What follows belongs to an exercise in optimizing a design on an open flow for small area; a production flow would make more cautious choices.
Only simulation tests tie the RTL to the original design; equivalence was not proved.
No activity file was given, so power comes from the tool's default toggle rates.

==> flow/design.v (excerpt) <==
module dualPortMem (
  input  logic                          WEb,
  input  logic                          rstN,
  input  logic                          pselA,
  input  logic                          penableA,
  input  logic                          pwriteA,
  input  logic [dpMemPkg::addrBits-1:0] paddrA,
  input  logic [dpMemPkg::dataBits-1:0] pwdataA,
  output logic [dpMemPkg::dataBits-1:0] prdataA,
  output logic                          preadyA,
  output logic                          pslverrA,
  input  logic                          pselB,
  input  logic                          penableB,
  input  logic                          pwriteB,
  input  logic [dpMemPkg::addrBits-1:0] paddrB,
  input  logic [dpMemPkg::dataBits-1:0] pwdataB,
  output logic [dpMemPkg::dataBits-1:0] prdataB,
  output logic                          preadyB,
  output logic                          pslverrB,
  output logic [dpMemPkg::cntBits-1:0]  collisionCount
);
  logic setupSeenA, wrNowA, wrAccessA, addrStableA, rdWaitA, rdBadA, rdErrA;
  logic setupSeenB, wrNowB, wrAccessB, addrStableB, rdWaitB, rdBadB, rdErrB;
  logic collision;
  ...
For scale: roughly 820 cells after synthesis, ~320 flip-flops, about 92 I/O pins.
clock: 5.0 ns
lec_check: 0
cap_margin: 20
core_margin: 2
core_utilization: 40
gpl_timing_driven: 0
setup_slack_margin: 0.2
slew_margin: 20
standard.sh (not shown) runs the stock make flow with config.mk's settings and CLKGATE_MAP_FILE= SYNTH_SCRIPT=/design/flow/synth_recipe.tcl, a recipe that flattens the netlist after the stock synthesis.
==> flow/flow/run.sh <==
#!/bin/bash
# Own layout flow: the standard ORFS flow (standard.sh) with
#  - synthesis: the standard flow's synthesis script, with abc's combinational mapping script set to an
#    area-oriented one (flow/area.abc); flip-flops are mapped by dfflibmap before abc, unchanged
#  - port buffers: every input and output still gets a buffer, of the smallest size
#  - clock tree: larger sink clusters and no dummy loads
# The make output goes to flow_make.log here; each ORFS step keeps its own log in orfs/logs/.
set -euo pipefail
cd "$(dirname "$0")/.."
FLOWDIR=$PWD/flow
export OWN_ABC=$FLOWDIR/area.abc
bash standard.sh \
  "SYNTH_SCRIPT=$FLOWDIR/synth.tcl" \
  "BUFFER_PORTS_ARGS=-buffer_cell sky130_fd_sc_hd__buf_1" \
  "CTS_ARGS=-sink_clustering_enable -repair_clock_nets -dont_use_dummy_load -sink_clustering_size 30 -sink_clustering_max_diameter 100" \
  finish > flow_make.log 2>&1
==> flow/flow/area.abc <==
strash
dc2
dch -f
amap
topo
stime -c
buffer -c
upsize -c
dnsize -c
==> flow/flow/synth.tcl <==
# The standard synthesis script, with only the combinational mapping script of abc swapped
# for an area-oriented one; the flip-flops are mapped before abc runs and are left as they are
set ::own_abc_script $::env(OWN_ABC)
proc abc {args} {
  set i [lsearch -exact $args -script]
  if { $i >= 0 } {
    lset args [expr { $i + 1 }] $::own_abc_script
  }
  yosys abc {*}$args
}
proc synth {args} { yosys synth -nofsm -noshare {*}$args }
source $::env(SCRIPTS_DIR)/synth.tcl
# left out here: clear keep_hierarchy, flatten, clean up, hide names made inside functions, write 1_2_yosys.v
The baseline finished with timing, DRC and antenna clean.
Change:
--- a/flow/flow/run.sh
+++ b/flow/flow/run.sh
@@ -14,3 +14,3 @@
   "BUFFER_PORTS_ARGS=-buffer_cell sky130_fd_sc_hd__buf_1" \
-  "CTS_ARGS=-sink_clustering_enable -repair_clock_nets -dont_use_dummy_load -sink_clustering_size 30 -sink_clustering_max_diameter 100" \
+  "CTS_ARGS=-sink_clustering_enable -repair_clock_nets -dont_use_dummy_load -sink_clustering_size 24 -sink_clustering_max_diameter 100" \
   finish > flow_make.log 2>&1
==> flow/flow/area.abc (replaced) <==
strash
dc2
dch -f
amap
topo
- CAP_MARGIN: 20 -> 0
- SLEW_MARGIN: 20 -> 0
What happened: Final cell count falls by 0.37%. Hold slack gains 27 ps. Global-route usage rises by 2.1 points. Synthesized cell count drops by 4.5%. Worst setup slack got worse by 170 ps. Clock skew went up by 21 ps. First-iteration DRC count drops by 1.1%.
Change:
--- a/flow/flow/run.sh
+++ b/flow/flow/run.sh
@@ -14,3 +14,3 @@
   "BUFFER_PORTS_ARGS=-buffer_cell sky130_fd_sc_hd__buf_1" \
-  "CTS_ARGS=-sink_clustering_enable -repair_clock_nets -dont_use_dummy_load -sink_clustering_size 24 -sink_clustering_max_diameter 100" \
+  "CTS_ARGS=-sink_clustering_enable -repair_clock_nets -dont_use_dummy_load -sink_clustering_size 30 -sink_clustering_max_diameter 100" \
   finish > flow_make.log 2>&1
==> flow/flow/area.abc (replaced) <==
strash
dc2
dch -f
amap
topo
stime -c
buffer -c
upsize -c
dnsize -c
- CAP_MARGIN: 0 -> 20
- PLACE_DENSITY: unset -> 0.65
- SLEW_MARGIN: 0 -> 20
Via count goes down by a few percent.
Cell area goes down slightly.
Total power goes down by a few percent.
Sequential power stays flat.
Clock power goes down by roughly a tenth.
Global-route usage goes down by 2.4 points.
Worst hold slack degrades by 24 ps.
Routed wire length goes down by a few percent.
Die area goes up by a few percent.
Change:
==> flow/flow/area.abc (replaced) <==
strash
dc2
dch -f
amap
topo
- PLACE_DENSITY: 0.65 -> 0.9
Result: Routed wire length rises by 7.2%. Die area falls by 3.8%. Power falls by 0.56%. Via count rises by 7.0%.

separate check: timing with driven ports:
In the flow no input, the clock included, has a driving cell. The finished layouts below were timed again as built, in two steps.
Step 1 (the two cells are an assumption about what drives the block):
set clk [get_ports {WEb}]
set_driving_cell -lib_cell sky130_fd_sc_hd__clkbuf_16 $clk
set_driving_cell -lib_cell sky130_fd_sc_hd__buf_2 [delete_from_list [all_inputs] $clk]
Step 2 times the ports against the registers' clock, not the clock port: input delays grow and output delays shrink by t, the midpoint of the rising clock arrivals with the driver on.
Three values: no drivers, after step 1, after step 2; two values: the first two.
run | t, ns | setup WS [ns] | worst setup path at the end | worst slew at a driven data input, ns
the first run | 0.536 | 0.400 / 0.351 / 0.525 | input to register | 0.04
the second run | 0.537 | 0.234 / 0.185 / -0.066 | input to register | 0.07
the third run | 0.536 | 0.346 / 0.299 / 0.525 | input to register | 0.04
the fourth run | 0.526 | 0.280 / 0.229 / 0.026 | input to register | 0.06
Met with ideal ports but missed after step 2: setup timing in the second run. For the second run, which loses most, drivers alone change the setup slack by -0.049 ns; drivers and shift together by -0.300 ns.
